This design comes from an exercise in tuning for small area on the open sky130 flow, not from production work. Function was checked by simulation only, so behaviour that the tests miss may differ from the original.

==> flow/design.v, too long to show whole: its modules and the start of the top module <==
// module fp_add: 30 lines
// module fp_mul: 1079 lines
// module mul_fa: 11 lines
// module mul_ha: 10 lines
// module fpu_lane: 108 lines
// module vfpu: 24 lines
module vfpu
(
  input  logic                    clk,
  input  logic                    rst_n,
  input  vfpu_pkg::fp_op_e                  op,        
  input  logic [vfpu_pkg::VEC_W-1:0]        va,
  input  logic [vfpu_pkg::VEC_W-1:0]        vb,
  output logic [vfpu_pkg::VEC_W-1:0]        vresult,
  output logic [vfpu_pkg::LANES*vfpu_pkg::FLAG_W-1:0] vflags
);
  // ...
==> flow/flow/run.sh <==
#!/bin/bash
# Standard layout, with the smallest buffer on every input and output port
set -e
export BUFFER_PORTS_ARGS="-buffer_cell sky130_fd_sc_hd__buf_1"
bash standard.sh > standard.log 2>&1
==> flow/standard.sh <==
#!/bin/bash
# synth_recipe.tcl (not shown) runs the flow's synth.tcl, then flattens the netlist and writes it again
# the make line also repeats each setting of config.mk as NAME=value (left out here)
make -C /OpenROAD-flow-scripts/flow DESIGN_CONFIG=/design/flow/config.mk WORK_HOME=/design/flow/orfs CLKGATE_MAP_FILE= SYNTH_SCRIPT=/design/flow/synth_recipe.tcl "${@:-finish}"
==> flow/config.mk <==
export PLATFORM = sky130hd
export DESIGN_NAME = vfpu
export DESIGN_NICKNAME = vfpu
export VERILOG_FILES = /design/flow/design.v
export SDC_FILE = /design/flow/constraint.sdc
export NUM_CORES = 4
export LEC_CHECK = 0
export ABC_AREA = 1
export CAP_MARGIN = 20
export CORE_MARGIN = 2
export CORE_UTILIZATION = 55
export CTS_CLUSTER_DIAMETER = 50
export CTS_CLUSTER_SIZE = 8
export SETUP_SLACK_MARGIN = 0.05
export SLEW_MARGIN = 20
export SYNTH_HIERARCHICAL = 1
export SYNTH_MINIMUM_KEEP_SIZE = 0
==> flow/constraint.sdc <==
create_clock -name core_clock -period 13.0 [get_ports {clk}]
set_input_delay 2.6000 -clock core_clock [delete_from_list [all_inputs] [get_ports {clk}]]
set_output_delay 2.6000 -clock core_clock [all_outputs]
set_load 0.01 [all_outputs]
==> impl_metrics.json, run 1 <==
{
  "cts_resized": 0,
  "gp_congestion": 1.06,
  "critPathMaxStageDelay_ns": 0.51,
  "holdPathStages": 4,
  "crit_path_end": "g_lane[4].u_lane.flags[3]",
  "startpoint_type": "primary input",
  "tightest_slew_ns": 1.06,
  "fin_crit_sh_pct": 95.2,
  "dp_hpwl_mm": 334,
  "ys.flop_type": "dfxtp_1",
  "whs_ns": 2.57,
  "synth_enable_flop_cells": 0,
  "place.port_buffers": 498,
  "synth_warnings": 7,
  "crit_fanout": 25,
  "end_kind": "flop",
  "synth_top_area_share_pct": 25.4,
  "clock.fmax_ghz": 0.0808,
  "clock_sinks": 175,
  "ys_seq_area_share_pct": 3.35,
  "cp_top_family": "simple AND/OR/NAND/NOR gates",
  "outcome": "no timing/DRC/antenna violations",
  "wl_mm": 422,
  "hold_class": "in2reg",
  "synth_seq_cells": 175,
  "rsz0062_at_grt": "no",
  "regMostFlops": "g_lane.u_lane.result",
  "place_inst": 18408
}
==> module fpu_lane, before the edit <==
module fpu_lane
(
  input  logic             clk,
  input  logic             rst_n,
  input  vfpu_pkg::fp_op_e op,
  input  vfpu_pkg::word_t  a,
  input  vfpu_pkg::word_t  b,
  output vfpu_pkg::word_t  result,
  output vfpu_pkg::flags_t flags
);
  logic        half, mul;
  logic        sa, sb;
  logic [7:0]  ea, eb;
  logic [22:0] fa, fb;
  assign half = op[0];
  assign mul  = op[1];
  assign sa = half ? a[15] : a[31];
  assign sb = half ? b[15] : b[31];
  assign ea = half ? {3'b000, a[14:10]} : a[30:23];
  assign eb = half ? {3'b000, b[14:10]} : b[30:23];
  assign fa = half ? {a[9:0], 13'd0} : a[22:0];
  assign fb = half ? {b[9:0], 13'd0} : b[22:0];
  logic        s_add, sub;
  logic [7:0]  e_big;
  logic [24:0] ax, ay;
  fp_add u_align
  (
    .half  (half),
    .sa    (sa),
    .sb    (sb),
    .ea    (ea),
    .eb    (eb),
    .fa    (fa),
    .fb    (fb),
    .s_big (s_add),
    .e_big (e_big),
    .ax    (ax),
    .ay    (ay),
    .sub   (sub)
  );
  logic [24:0] r;
  fp_mul u_mul
  (
    .x    (fa),
    .y    (fb),
    .mul  (mul),
    .ax   (ax),
    .ay   (ay),
    .ci   (sub),
    .p_hi (r)
  );
  logic [4:0] lzc_r;
  always_comb
  begin
    lzc_r = '0;
    for (int i = 0; i < 25; i++)
    begin
      if (r[i])
        lzc_r = 5'(24 - i);
    end
  end
  logic [4:0]  lzc;
  logic [24:0] norm;
  logic        zero;
  assign lzc  = mul ? {4'd0, ~r[24]} : lzc_r;
  assign norm = r << lzc;
  assign zero = ~mul & (r == '0);    
  logic signed [9:0] exp_x;
  logic        [9:0] base;
  assign base  = mul ? (10'(ea) + 10'(eb) + (half ? -10'sd14 : -10'sd126))
                     : (10'(e_big) + 10'd1);
  assign exp_x = zero ? '0 : (base - 10'(lzc));
  logic        sign_r;
  logic [22:0] man_r;
  assign sign_r = zero ? 1'b0 : (mul ? (sa ^ sb) : s_add);
  assign man_r  = zero ? '0 : norm[23:1];
  vfpu_pkg::word_t  res_d;
  vfpu_pkg::flags_t flags_d;
  always_comb
  begin
    if (half)
    begin
      res_d = {16'd0, sign_r, exp_x[4:0], man_r[22:13]};
      flags_d[vfpu_pkg::FLAG_V] = |exp_x[9:5];
    end
    else
    begin
      res_d = {sign_r, exp_x[7:0], man_r};
      flags_d[vfpu_pkg::FLAG_V] = |exp_x[9:8];
    end
    flags_d[vfpu_pkg::FLAG_Z] = (res_d == '0);
    flags_d[vfpu_pkg::FLAG_N] = sign_r;
    flags_d[vfpu_pkg::FLAG_C] = 1'b0;
  end
  always_ff @(posedge clk)
  begin
    if (!rst_n)
    begin
      result <= '0;
      flags  <= '0;
    end
    else
    begin
      result <= res_d;
      flags  <= flags_d;
    end
  end
endmodule
==> run 2: changes to the inputs <==
--- a/flow/design.v
+++ b/flow/design.v
@@ -467,26 +467,26 @@
   wire fs363, fc364;
   mul_fa u_fs363 (.a(pp241), .b(pp265), .ci(pp289), .s(fs363), .c(fc364));
   wire fs365, fc366;
   mul_fa u_fs365 (.a(pp74), .b(pp98), .ci(pp122), .s(fs365), .c(fc366));
   wire fs367, fc368;
   mul_fa u_fs367 (.a(pp146), .b(pp170), .ci(pp194), .s(fs367), .c(fc368));
   wire fs369, fc370;
   mul_fa u_fs369 (.a(pp218), .b(pp242), .ci(pp266), .s(fs369), .c(fc370));
-  wire fs371, fc372;
-  mul_fa u_fs371 (.a(pp290), .b(x[1]), .ci(1'b1), .s(fs371), .c(fc372));
+  wire fs371 = ~(pp290 ^ x[1]);
+  wire fc372 = pp290 | x[1];
   wire fs373, fc374;
   mul_fa u_fs373 (.a(pp99), .b(pp123), .ci(pp147), .s(fs373), .c(fc374));
   wire fs375, fc376;
   mul_fa u_fs375 (.a(pp171), .b(pp195), .ci(pp219), .s(fs375), .c(fc376));
   wire fs377, fc378;
   mul_fa u_fs377 (.a(pp243), .b(pp267), .ci(pp291), .s(fs377), .c(fc378));
-  wire fs379, fc380;
-  mul_fa u_fs379 (.a(x[2]), .b(1'b1), .ci(hc314), .s(fs379), .c(fc380));
+  wire fs379 = ~(x[2] ^ hc314);
+  wire fc380 = x[2] | hc314;
   wire fs381, fc382;
   mul_fa u_fs381 (.a(ns52), .b(pp76), .ci(pp100), .s(fs381), .c(fc382));
   wire fs383, fc384;
   mul_fa u_fs383 (.a(pp124), .b(pp148), .ci(pp172), .s(fs383), .c(fc384));
   wire fs385, fc386;
   mul_fa u_fs385 (.a(pp196), .b(pp220), .ci(pp244), .s(fs385), .c(fc386));
   wire fs387, fc388;
   mul_fa u_fs387 (.a(pp268), .b(pp292), .ci(x[3]), .s(fs387), .c(fc388));
@@ -613,70 +613,70 @@
   wire fs509, fc510;
   mul_fa u_fs509 (.a(fs375), .b(fs377), .ci(fs379), .s(fs509), .c(fc510));
   wire fs511, fc512;
   mul_fa u_fs511 (.a(hc316), .b(fc374), .ci(fc376), .s(fs511), .c(fc512));
   wire fs513, fc514;
   mul_fa u_fs513 (.a(fc378), .b(fc380), .ci(fs381), .s(fs513), .c(fc514));
   wire fs515, fc516;
   mul_fa u_fs515 (.a(fs383), .b(fs385), .ci(fs387), .s(fs515), .c(fc516));
-  wire fs517, fc518;
-  mul_fa u_fs517 (.a(1'b1), .b(fc382), .ci(fc384), .s(fs517), .c(fc518));
+  wire fs517 = ~(fc382 ^ fc384);
+  wire fc518 = fc382 | fc384;
   wire fs519, fc520;
   mul_fa u_fs519 (.a(fc386), .b(fc388), .ci(fs389), .s(fs519), .c(fc520));
   wire fs521, fc522;
   mul_fa u_fs521 (.a(fs391), .b(fs393), .ci(hs395), .s(fs521), .c(fc522));
   wire fs523, fc524;
   mul_fa u_fs523 (.a(pp294), .b(x[5]), .ci(fc390), .s(fs523), .c(fc524));
   wire fs525, fc526;
   mul_fa u_fs525 (.a(fc392), .b(fc394), .ci(hc396), .s(fs525), .c(fc526));
   wire fs527, fc528;
   mul_fa u_fs527 (.a(fs397), .b(fs399), .ci(fs401), .s(fs527), .c(fc528));
-  wire fs529, fc530;
-  mul_fa u_fs529 (.a(pp295), .b(x[6]), .ci(1'b1), .s(fs529), .c(fc530));
+  wire fs529 = ~(pp295 ^ x[6]);
+  wire fc530 = pp295 | x[6];
   wire fs531, fc532;
   mul_fa u_fs531 (.a(fc398), .b(fc400), .ci(fc402), .s(fs531), .c(fc532));
   wire fs533, fc534;
   mul_fa u_fs533 (.a(fs403), .b(fs405), .ci(hs407), .s(fs533), .c(fc534));
   wire fs535, fc536;
   mul_fa u_fs535 (.a(pp248), .b(pp272), .ci(pp296), .s(fs535), .c(fc536));
   wire fs537, fc538;
   mul_fa u_fs537 (.a(x[7]), .b(fc404), .ci(fc406), .s(fs537), .c(fc538));
   wire fs539, fc540;
   mul_fa u_fs539 (.a(hc408), .b(fs409), .ci(fs411), .s(fs539), .c(fc540));
   wire fs541, fc542;
   mul_fa u_fs541 (.a(pp249), .b(pp273), .ci(pp297), .s(fs541), .c(fc542));
-  wire fs543, fc544;
-  mul_fa u_fs543 (.a(x[8]), .b(1'b1), .ci(fc410), .s(fs543), .c(fc544));
+  wire fs543 = ~(x[8] ^ fc410);
+  wire fc544 = x[8] | fc410;
   wire fs545, fc546;
   mul_fa u_fs545 (.a(fc412), .b(fs413), .ci(hs415), .s(fs545), .c(fc546));
   wire fs547, fc548;
   mul_fa u_fs547 (.a(pp202), .b(pp226), .ci(pp250), .s(fs547), .c(fc548));
   wire fs549, fc550;
   mul_fa u_fs549 (.a(pp274), .b(pp298), .ci(x[9]), .s(fs549), .c(fc550));
   wire fs551, fc552;
   mul_fa u_fs551 (.a(fc414), .b(hc416), .ci(fs417), .s(fs551), .c(fc552));
   wire fs553, fc554;
   mul_fa u_fs553 (.a(pp203), .b(pp227), .ci(pp251), .s(fs553), .c(fc554));
   wire fs555, fc556;
   mul_fa u_fs555 (.a(pp275), .b(pp299), .ci(x[10]), .s(fs555), .c(fc556));
-  wire fs557, fc558;
-  mul_fa u_fs557 (.a(1'b1), .b(fc418), .ci(hs419), .s(fs557), .c(fc558));
+  wire fs557 = ~(fc418 ^ hs419);
+  wire fc558 = fc418 | hs419;
   wire fs559, fc560;
   mul_fa u_fs559 (.a(ns156), .b(pp180), .ci(pp204), .s(fs559), .c(fc560));
   wire fs561, fc562;
   mul_fa u_fs561 (.a(pp228), .b(pp252), .ci(pp276), .s(fs561), .c(fc562));
   wire fs563, fc564;
   mul_fa u_fs563 (.a(pp300), .b(x[11]), .ci(hc420), .s(fs563), .c(fc564));
   wire fs565, fc566;
   mul_fa u_fs565 (.a(pp181), .b(pp205), .ci(pp229), .s(fs565), .c(fc566));
   wire fs567, fc568;
   mul_fa u_fs567 (.a(pp253), .b(pp277), .ci(pp301), .s(fs567), .c(fc568));
-  wire hs569, hc570;
-  mul_ha u_hs569 (.a(x[12]), .b(1'b1), .s(hs569), .c(hc570));
+  wire hs569 = ~x[12];
+  wire hc570 = x[12];
   wire fs571, fc572;
   mul_fa u_fs571 (.a(ns182), .b(pp206), .ci(pp230), .s(fs571), .c(fc572));
   wire fs573, fc574;
   mul_fa u_fs573 (.a(pp254), .b(pp278), .ci(pp302), .s(fs573), .c(fc574));
   wire fs575, fc576;
   mul_fa u_fs575 (.a(pp207), .b(pp231), .ci(pp255), .s(fs575), .c(fc576));
   wire hs577, hc578;
   mul_ha u_hs577 (.a(pp279), .b(pp303), .s(hs577), .c(hc578));
@@ -803,36 +803,36 @@
   wire fs699, fc700;
   mul_fa u_fs699 (.a(fc560), .b(fc562), .ci(fc564), .s(fs699), .c(fc700));
   wire fs701, fc702;
   mul_fa u_fs701 (.a(fs565), .b(fs567), .ci(hs569), .s(fs701), .c(fc702));
   wire fs703, fc704;
   mul_fa u_fs703 (.a(x[13]), .b(fc566), .ci(fc568), .s(fs703), .c(fc704));
   wire fs705, fc706;
   mul_fa u_fs705 (.a(hc570), .b(fs571), .ci(fs573), .s(fs705), .c(fc706));
-  wire fs707, fc708;
-  mul_fa u_fs707 (.a(x[14]), .b(1'b1), .ci(fc572), .s(fs707), .c(fc708));
+  wire fs707 = ~(x[14] ^ fc572);
+  wire fc708 = x[14] | fc572;
   wire fs709, fc710;
   mul_fa u_fs709 (.a(fc574), .b(fs575), .ci(hs577), .s(fs709), .c(fc710));
   wire fs711, fc712;
   mul_fa u_fs711 (.a(pp280), .b(pp304), .ci(x[15]), .s(fs711), .c(fc712));
   wire fs713, fc714;
   mul_fa u_fs713 (.a(fc576), .b(hc578), .ci(fs579), .s(fs713), .c(fc714));
   wire fs715, fc716;
   mul_fa u_fs715 (.a(pp281), .b(pp305), .ci(x[16]), .s(fs715), .c(fc716));
-  wire fs717, fc718;
-  mul_fa u_fs717 (.a(1'b1), .b(fc580), .ci(hs581), .s(fs717), .c(fc718));
+  wire fs717 = ~(fc580 ^ hs581);
+  wire fc718 = fc580 | hs581;
   wire fs719, fc720;
   mul_fa u_fs719 (.a(ns234), .b(pp258), .ci(pp282), .s(fs719), .c(fc720));
   wire fs721, fc722;
   mul_fa u_fs721 (.a(pp306), .b(x[17]), .ci(hc582), .s(fs721), .c(fc722));
   wire fs723, fc724;
   mul_fa u_fs723 (.a(pp259), .b(pp283), .ci(pp307), .s(fs723), .c(fc724));
-  wire hs725, hc726;
-  mul_ha u_hs725 (.a(x[18]), .b(1'b1), .s(hs725), .c(hc726));
+  wire hs725 = ~x[18];
+  wire hc726 = x[18];
   wire fs727, fc728;
   mul_fa u_fs727 (.a(ns260), .b(pp284), .ci(pp308), .s(fs727), .c(fc728));
   wire hs729, hc730;
   mul_ha u_hs729 (.a(pp285), .b(pp309), .s(hs729), .c(hc730));
   wire hs731, hc732;
   mul_ha u_hs731 (.a(pp5), .b(pp29), .s(hs731), .c(hc732));
   wire hs733, hc734;
   mul_ha u_hs733 (.a(pp6), .b(pp30), .s(hs733), .c(hc734));
@@ -907,18 +907,18 @@
   wire fs803, fc804;
   mul_fa u_fs803 (.a(fc712), .b(fc714), .ci(fs715), .s(fs803), .c(fc804));
   wire fs805, fc806;
   mul_fa u_fs805 (.a(fc716), .b(fc718), .ci(fs719), .s(fs805), .c(fc806));
   wire fs807, fc808;
   mul_fa u_fs807 (.a(fc720), .b(fc722), .ci(fs723), .s(fs807), .c(fc808));
   wire fs809, fc810;
   mul_fa u_fs809 (.a(x[19]), .b(fc724), .ci(hc726), .s(fs809), .c(fc810));
-  wire fs811, fc812;
-  mul_fa u_fs811 (.a(x[20]), .b(1'b1), .ci(fc728), .s(fs811), .c(fc812));
+  wire fs811 = ~(x[20] ^ fc728);
+  wire fc812 = x[20] | fc728;
   wire fs813, fc814;
   mul_fa u_fs813 (.a(ns286), .b(pp310), .ci(x[21]), .s(fs813), .c(fc814));
   wire hs815, hc816;
   mul_ha u_hs815 (.a(pp311), .b(x[22]), .s(hs815), .c(hc816));
   wire hs817, hc818;
   mul_ha u_hs817 (.a(pp3), .b(pp27), .s(hs817), .c(hc818));
   wire hs819, hc820;
   mul_ha u_hs819 (.a(pp4), .b(pp28), .s(hs819), .c(hc820));
@@ -1001,20 +1001,20 @@
   wire fs897, fc898;
   mul_fa u_fs897 (.a(hs725), .b(fc806), .ci(fs807), .s(fs897), .c(fc898));
   wire fs899, fc900;
   mul_fa u_fs899 (.a(fs727), .b(fc808), .ci(fs809), .s(fs899), .c(fc900));
   wire fs901, fc902;
   mul_fa u_fs901 (.a(hs729), .b(fc810), .ci(fs811), .s(fs901), .c(fc902));
   wire fs903, fc904;
   mul_fa u_fs903 (.a(hc730), .b(fc812), .ci(fs813), .s(fs903), .c(fc904));
-  wire fs905, fc906;
-  mul_fa u_fs905 (.a(1'b1), .b(fc814), .ci(hs815), .s(fs905), .c(fc906));
-  wire fs907, fc908;
-  mul_fa u_fs907 (.a(ns312), .b(1'b1), .ci(hc816), .s(fs907), .c(fc908));
+  wire fs905 = ~(fc814 ^ hs815);
+  wire fc906 = fc814 | hs815;
+  wire fs907 = ~(ns312 ^ hc816);
+  wire fc908 = ns312 | hc816;
   wire [47:0] ta = {fc906, fc904, fc902, fc900, fc898, fc896, fc894, fc892, fc890, fc888, fc886, fc884, fc882, fc880, fc878, fc876, fc874, fc872, fc870, fc868, fc866, fc864, fc862, fc860, fc858, fc856, fc854, fc852, fc850, fc848, fc846, fc844, fc842, fc840, fc838, fc836, fc834, fc832, fc830, fc828, fc826, fc824, fc822, hc820, hc818, b_neg1, pp2, pp1};
   wire [47:0] tb = {fs907, fs905, fs903, fs901, fs899, fs897, fs895, fs893, fs891, fs889, fs887, fs885, fs883, fs881, fs879, fs877, fs875, fs873, fs871, fs869, fs867, fs865, fs863, fs861, fs859, fs857, fs855, fs853, fs851, fs849, fs847, fs845, fs843, fs841, fs839, fs837, fs835, fs833, fs831, fs829, fs827, fs825, fs823, fs821, hs819, hs817, 1'b0, b_neg0};
   wire [47:0] ra = {mul ? ta[47:23] : ax, ta[22:0]};
   wire [47:0] rb = {mul ? tb[47:23] : ay, tb[22:0]};
   logic [23:0] lc;
   assign lc[0] = 1'b0;
   for (genvar k = 0; k < 23; k++) begin : g_lc
     assign lc[k+1] = (ra[k] & rb[k]) | (ra[k] & lc[k]) | (rb[k] & lc[k]);
@@ -1216,43 +1216,47 @@
     begin
       if (r[i])
         lzc_r = 5'(24 - i);
     end
   end
   logic [4:0]  lzc;
   logic [24:0] norm;
   logic        zero;
-  assign lzc  = mul ? {4'd0, ~r[24]} : lzc_r;
+  assign lzc  = lzc_r;
   assign norm = r << lzc;
   assign zero = ~mul & (r == '0);    
   logic signed [9:0] exp_x;
   logic        [9:0] base;
   assign base  = mul ? (10'(ea) + 10'(eb) + (half ? -10'sd14 : -10'sd126))
                      : (10'(e_big) + 10'd1);
   assign exp_x = zero ? '0 : (base - 10'(lzc));
   logic        sign_r;
   logic [22:0] man_r;
-  assign sign_r = zero ? 1'b0 : (mul ? (sa ^ sb) : s_add);
-  assign man_r  = zero ? '0 : norm[23:1];
+  assign sign_r = ~zero & (mul ? (sa ^ sb) : s_add);
+  assign man_r  = norm[23:1];
+  logic exp32_zero, exp16_zero;
+  assign exp32_zero = (base[7:0] == {3'd0, lzc});
+  assign exp16_zero = (base[4:0] == lzc);
   vfpu_pkg::word_t  res_d;
   vfpu_pkg::flags_t flags_d;
   always_comb
   begin
     if (half)
     begin
       res_d = {16'd0, sign_r, exp_x[4:0], man_r[22:13]};
       flags_d[vfpu_pkg::FLAG_V] = |exp_x[9:5];
+      flags_d[vfpu_pkg::FLAG_Z] = zero | (~sign_r & exp16_zero & (man_r[22:13] == '0));
     end
     else
     begin
       res_d = {sign_r, exp_x[7:0], man_r};
       flags_d[vfpu_pkg::FLAG_V] = |exp_x[9:8];
+      flags_d[vfpu_pkg::FLAG_Z] = zero | (~sign_r & exp32_zero & (man_r == '0));
     end
-    flags_d[vfpu_pkg::FLAG_Z] = (res_d == '0);
     flags_d[vfpu_pkg::FLAG_N] = sign_r;
     flags_d[vfpu_pkg::FLAG_C] = 1'b0;
   end
   always_ff @(posedge clk)
   begin
     if (!rst_n)
     begin
       result <= '0;
==> run 2 against run 1 <==
Compared with the run above:
- still clean
- worst hold slack got worse by 0.013 ns
- cell count shrank 3.8%
- core utilization fell by 2.0 points
- synthesized cell count down 1.5%
- count of clock-buffer cells in the layout unchanged
- synthesized area fell by 1.4%
- first-iteration DRC count decreased by 6.0%
- flip-flop and latch count is the same
- wire length decreased by 0.86%
- critical endpoint is now g_lane[0].u_lane.flags[0]
==> impl_metrics.json, run 2 <==
{
  "outcome": "no timing/DRC/antenna violations",
  "dr_wl_met2_mm": 187,
  "rsz0062_at_grt": "no",
  "first_iter_violations": 13420,
  "reg_top3": "g_lane.u_lane.result: 160 flops, g_lane.u_lane.flags: 15 flops",
  "syn2layout_area_growth_pct": 6.43,
  "drt-pass1-iter-count": 13,
  "final_cell_mix": "nand2_1, nand3_1, inv_1",
  "wl_met1_mm": 154,
  "cp_data_required_time_ns": 13.42,
  "ys_seq_area_share_pct": 3.40,
  "num_rows": 158,
  "ys.flop_type": "dfxtp_1",
  "drcViolationCount": 0,
  "num_vias": 111708,
  "worstSetupPathType": "in2reg",
  "clk_pin_slew_ns": 0.08,
  "die_h_um": 437,
  "io_pins": 504,
  "grt_pass1_vias": 109758,
  "yosysMostFrequentCell": "nand2_1",
  "start_util_pct": 55.4,
  "cts_buffers": 17,
  "syn_inst": 15190,
  "wire_per_inst_um": 23.5,
  "final_common_cell": "nand2_1",
  "stdcell_area_um2": 110000,
  "synth_warnings": 7,
  "max_slew_margin_pct": 7.32,
  "synthTopCellsByCount": "nand2_1, nand3_1, inv_1, o22ai_1, xor2_1",
  "cts_tree": "built",
  "slowest_stage": "nor2_1",
  "viasPerCell": 6.29,
  "route.met3.wl_mm": 44.4,
  "ctsRootBufferMaster": "clkbuf_16",
  "hold_class": "in2reg",
  "grt_pass1_wl_mm": 641,
  "min_period_ns": 12.30,
  "fin_tns_setup_ns": 0,
  "top_layer": "met5",
  "synthTopCellsByArea": "fa_1, nand2_1, xor2_1, o22ai_1, ha_1",
  "synth-async-reset-ratio_pct": 0,
  "regMostFlops": "g_lane.u_lane.result",
  "layout.nets": 17521,
  "synth_largest_area_cell": "fa_1",
  "drive_gt1_share_pct": 7.94,
  "synth_seq_cells": 175,
  "h-tree-depth": 4,
  "core_area_um2": 186000,
  "gp_congestion": 1.06,
  "fin_crit_sh_pct": 94.6,
  "synth_top_area_share_pct": 24.8,
  "grt_max_degree": 127,
  "critPathArrivalTime_ns": 12.72,
  "synth_cell_types": 49,
  "setup_violations": 0,
  "hold_viol_final": 0,
  "clockBufferDepth": 2,
  "clock_sinks": 175,
  "dp_hpwl_mm": 328,
  "synth_enable_flop_cells": 0,
  "tightest_slew_ns": 1.38,
  "grt_usage_pct": 42.6,
  "clock.fmax_ghz": 0.0813,
  "synth.cell_area_um2": 103000,
  "fillers": 17596,
  "syn_avg_cell_area_um2": 6.78,
  "die_area_um2": 191000,
  "largest_reg_flops": 160,
  "postPlaceCellArea_um2": 109000,
  "slew_viol_final": 0,
  "final_antenna_net_count": 0,
  "path_common_cell": "nand2_1",
  "maxCapViolations": 0,
  "die_x_um": 437,
  "antenna_found_initial": 9,
  "crit_fanout": 46,
  "critPathMaxStageDelay_ns": 0.85,
  "wl_mm": 418,
  "startpoint_type": "primary input",
  "gr-total-overflow": 0,
  "place.port_buffers": 498,
  "end_kind": "flop"
}
## run 2: cell types whose count changed after synthesis, moves of 40 or more
cell,delta
inv_2,-40
nand2_1,-190
ha_1,+40
buf_2,+50
inv_1,+145
o22ai_1,+40
buf_1,-85
nand3_1,-70
fa_1,-50
## run 2: cell families after synthesis
family                     Yosys count  share of synthesized area, %
AOI/OAI and AO/OA                 2435                          14.0
xor gates and xnor gates          1485                          12.7
adders and majority gates         1945                          32.9
buffers and inverters             2760                          10.5
DFF                                175                          3.40
other                               20                        0.0729
and+or+nand+nor                   6370                          26.4
## run 2: area by class of cell
class                      count  area, µm²  share of cell area (%)
inverter                    1695       6380                    5.82
timing repair buffer        1105       6620                    6.04
sequential                   175       3500                    3.20
antenna                       11       27.5                  0.0251
timing repair inverter         1       5.00                 0.00457
clock inverter                15        185                   0.169
clock buffer                  17        425                   0.388
tap                         2480       3100                    2.83
multi-input combinational  12257      89400                    81.5
## run 2: metal layers
layer	global-route usage (%)	vias up
li1	-	49740
met4	27.1	6
met5	0	-
met2	67.4	7498
met1	52.3	52821
met3	9.58	1643
## run 2: final timing paths
path	slack, ns	cells past startpoint	startpoint	endpoint
worst min-delay path	2.56	4	rst_n	g_lane[0].u_lane.flags[0]
worst max-delay path	0.70	60	op[0]	g_lane[0].u_lane.flags[0]
## run 2: Yosys stat by module (local to each module, per instance), a selection
module | area (µm²) | cells
fp_add | 3730 | 751
fp_mul | 6900 | 1189
fpu_lane | 4200 | 788
mul_fa | 20.0 | 1
mul_ha | 12.5 | 1
## run 2: per-stage QoR
step                      util (%)  setup WS (ns)  hold WS (ns)  std cells
after global routing          59.0        0.00807          2.56      17746
after floorplan                  -           1.41          2.70      15190
after detailed placement      58.5         -0.215          2.99      17699
after CTS                     58.8          0.312          2.54      17731
final                         59.0          0.696          2.56      17756
after global placement        58.5        -0.0969          2.99      17699
## run 2: critical path, delay by kind of cell
family,cells,cell delay [ns]
adders and majority gates,8,2.89
and+or+nand+nor,30,3.30
buffers and inverters,10,1.80
AOI/OAI and AO/OA,10,1.63
xor gates and xnor gates,2,0.42
## run 2: repair_timing
item                                    4_1_cts  5_1_grt
setup buffers                                 0       10
hold buffers                                  0        0
gates resized for setup                       0       66
endpoints found under the setup margin        0       53
==> run 3: changes to the inputs <==
--- a/flow/config.mk
+++ b/flow/config.mk
@@ -9,5 +9,5 @@
 export CAP_MARGIN = 20
 export CORE_MARGIN = 2
-export CORE_UTILIZATION = 55
+export CORE_UTILIZATION = 65
 export CTS_CLUSTER_DIAMETER = 50
 export CTS_CLUSTER_SIZE = 8
==> run 3 against run 2 <==
Compared with the run above:
- cell area fell by 0.46%
- still clean
- synthesized area did not move
- critical endpoint is now g_lane[3].u_lane.result[30]
==> impl_metrics.json, run 3 <==
{
  "crit_fanout": 35,
  "hold_buffers": 0,
  "syn_avg_cell_area_um2": 6.78,
  "wire_per_inst_um": 23.6,
  "fillers": 13661,
  "wl_mm": 409,
  "path_buf_inv": 9,
  "synthTopCellsByArea": "fa_1, nand2_1, xor2_1, o22ai_1, ha_1",
  "place_ws_ns": -0.611,
  "io_pins": 504,
  "synth_seq_cells": 175,
  "ys.flop_type": "dfxtp_1",
  "use_met2_pct": 74.4,
  "clockBufferDepth": 2,
  "start_util_pct": 65.3,
  "postPlaceCellArea_um2": 108000,
  "synth_enable_flop_cells": 0,
  "grt_max_degree": 120,
  "end_kind": "flop",
  "critPathArrivalTime_ns": 12.78,
  "viasPerCell": 6.58,
  "drcViolationCount": 0,
  "regMostFlops": "g_lane.u_lane.result",
  "dp_hpwl_mm": 319,
  "place_inst": 17276,
  "syn2layout_area_growth_pct": 5.93,
  "cts_tree": "built",
  "hold_viol_final": 0,
  "final_cell_mix": "nand2_1, nand3_1, inv_1",
  "first_iter_violations": 16316,
  "setup_slack_ns": 0.606,
  "stdcell_area_um2": 109000,
  "layout.nets": 17505,
  "fin_cells": 17341,
  "place.port_buffers": 498,
  "drive_gt1_share_pct": 7.85,
  "gr-total-overflow": 0,
  "slew_viol_final": 0,
  "cts_buffers": 17,
  "tightest_slew_ns": 1.11,
  "outcome": "no timing/DRC/antenna violations",
  "synth_warnings": 7,
  "hold_class": "in2reg",
  "synth_largest_area_cell": "fa_1",
  "antenna_found_initial": 29,
  "ctsRootBufferMaster": "clkbuf_16",
  "clock_sinks": 175,
  "drt-pass1-iter-count": 12,
  "cp_top_family": "simple AND/OR/NAND/NOR gates",
  "clock.fmax_ghz": 0.0807,
  "die_x_um": 402,
  "rsz0062_at_grt": "no",
  "largest_reg_flops": 160,
  "grt_pass1_wl_mm": 629,
  "synth_top_area_share_pct": 24.8,
  "path_depth": 58,
  "gp_congestion": 1.11,
  "grt_usage_pct": 49.1,
  "core_area_um2": 158000,
  "final_common_cell": "nand2_1",
  "worstSetupPathType": "in2reg",
  "synth_cell_types": 49,
  "die_area_um2": 162000,
  "synth-async-reset-ratio_pct": 0,
  "busiest_layer": "met2",
  "post-route-util_pct": 69.1,
  "synthTopCellsByCount": "nand2_1, nand3_1, inv_1, o22ai_1, xor2_1",
  "max_slew_margin_pct": 25.7,
  "slowest_stage": "fa_1",
  "min_period_ns": 12.39,
  "final_antenna_net_count": 0,
  "grt_util_met1_pct": 60.3,
  "critPathMaxStageDelay_ns": 0.52,
  "reg_top3": "g_lane.u_lane.result: 160 flops, g_lane.u_lane.flags: 15 flops",
  "maxCapViolations": 0,
  "whs_ns": 2.78,
  "gr-usage-met3_pct": 14.1,
  "num_vias": 114187,
  "ys_seq_area_share_pct": 3.40,
  "synth.cell_area_um2": 103000,
  "holdPathStages": 6,
  "cp_data_required_time_ns": 13.39,
  "startpoint_type": "primary input",
  "clk_pin_slew_ns": 0.08,
  "num_rows": 146,
  "fin_crit_sh_pct": 95.3,
  "path_common_cell": "nand2_2",
  "yosysMostFrequentCell": "nand2_1",
  "die_h_um": 402,
  "grt_pass1_vias": 111803,
  "syn_inst": 15190,
  "setup_violations": 0,
  "h-tree-depth": 4
}
run 3: cell count changes in the layout (fill, tap and decap cells not counted), sizes merged:
cell      change
diode         +9
clkinv        -1
buf          -13
clkinvlp      -2
clkbuf        -1
inv           +2
nor2          -1
run 3: final cells by class:
type / instances / area, µm² / area share, %
Multi-Input combinational cell: 12256 / 89400 / 81.9
Sequential cell: 175 / 3500 / 3.21
Antenna cell: 20 / 50.0 / 0.0459
Clock inverter: 15 / 218 / 0.200
Clock buffer: 17 / 425 / 0.390
Timing Repair Buffer: 1091 / 6540 / 5.99
Inverter: 1695 / 6370 / 5.84
Tap cell: 2072 / 2590 / 2.38
run 3: final timing paths:
check | from | slack (ns) | end
setup / recovery | op[0] | 0.61 | g_lane[3].u_lane.result[30]
hold / removal | op[0] | 2.78 | g_lane[4].u_lane.flags[0]
run 3: kinds of logic after synthesis:
| kind of cell | synth area share [%] |
|---|---|
| AOI/OAI and AO/OA | 14.0 |
| xor gates and xnor gates | 12.7 |
| adders and majority gates | 32.9 |
| buffers and inverters | 10.5 |
| DFF | 3.40 |
| other | 0.0729 |
| and+or+nand+nor | 26.4 |
run 3: modules after synthesis, one instance, submodules excluded, excerpt:
module / area [µm²] / times used / cells inside
fp_add: 3730 / 5 / 751
fp_mul: 6900 / 5 / 1189
fpu_lane: 4200 / 5 / 788
mul_fa: 20.0 / 1265 / 1
mul_ha: 12.5 / 285 / 1
run 3: repair_timing:
item                       4_1_cts  5_1_grt
setup endpoints to repair        2      112
gates cloned                     0        1
pin swaps                        0        4
buffers inserted                 0       12
resized for setup                1       85
run 3: layer usage:
metal  share of wire, %  vias to the layer above
met5              0.042                        -
met4                8.7                       24
met3                 14                     2479
met2                 43                     9218
met1                 35                    52718
li1                   -                    49748
run 3: per-stage QoR:
step	setup TNS, ns
after floorplan	0
after global placement	-0.355
after detailed placement	-4.99
after CTS	0
after global routing	0
final	0

what the ideal ports hide:
In the flow no input, the clock included, has a driving cell. The finished layouts below were timed again as built, in two steps.
Step 1: set_driving_cell puts a clkbuf_16 on clk and a buf_2 on each other input, an assumption about the parent block.
Step 2 adds t to the input delays and takes it off the output delays; t is the mean of the earliest and latest rising clock arrival at the registers after step 1. Input paths then give back, and output paths get back, about the clock's delay inside the block.
a / b / c = ideal / step 1 / step 2; a / b = the first two.
| run | t (ns) | setup slack, ns | clock arrival spread, ns | slew at the worst register clock pin (ns) |
|---|---|---|---|---|
| run 1 | 0.676 | 0.626 / 0.642 / -0.034 | 0.040 / 0.040 | 0.13 / 0.13 |
| run 2 | 0.577 | 0.696 / 0.735 / 0.158 | 0.026 / 0.026 | 0.10 / 0.10 |
| run 3 | 0.601 | 0.606 / 0.631 / 0.030 | 0.031 / 0.031 | 0.10 / 0.10 |
With both steps, setup timing fails in run 1, where it was met with ideal ports. The setup slack of run 1, which loses most, moves by +0.016 ns with the drivers and by -0.660 ns with both steps.
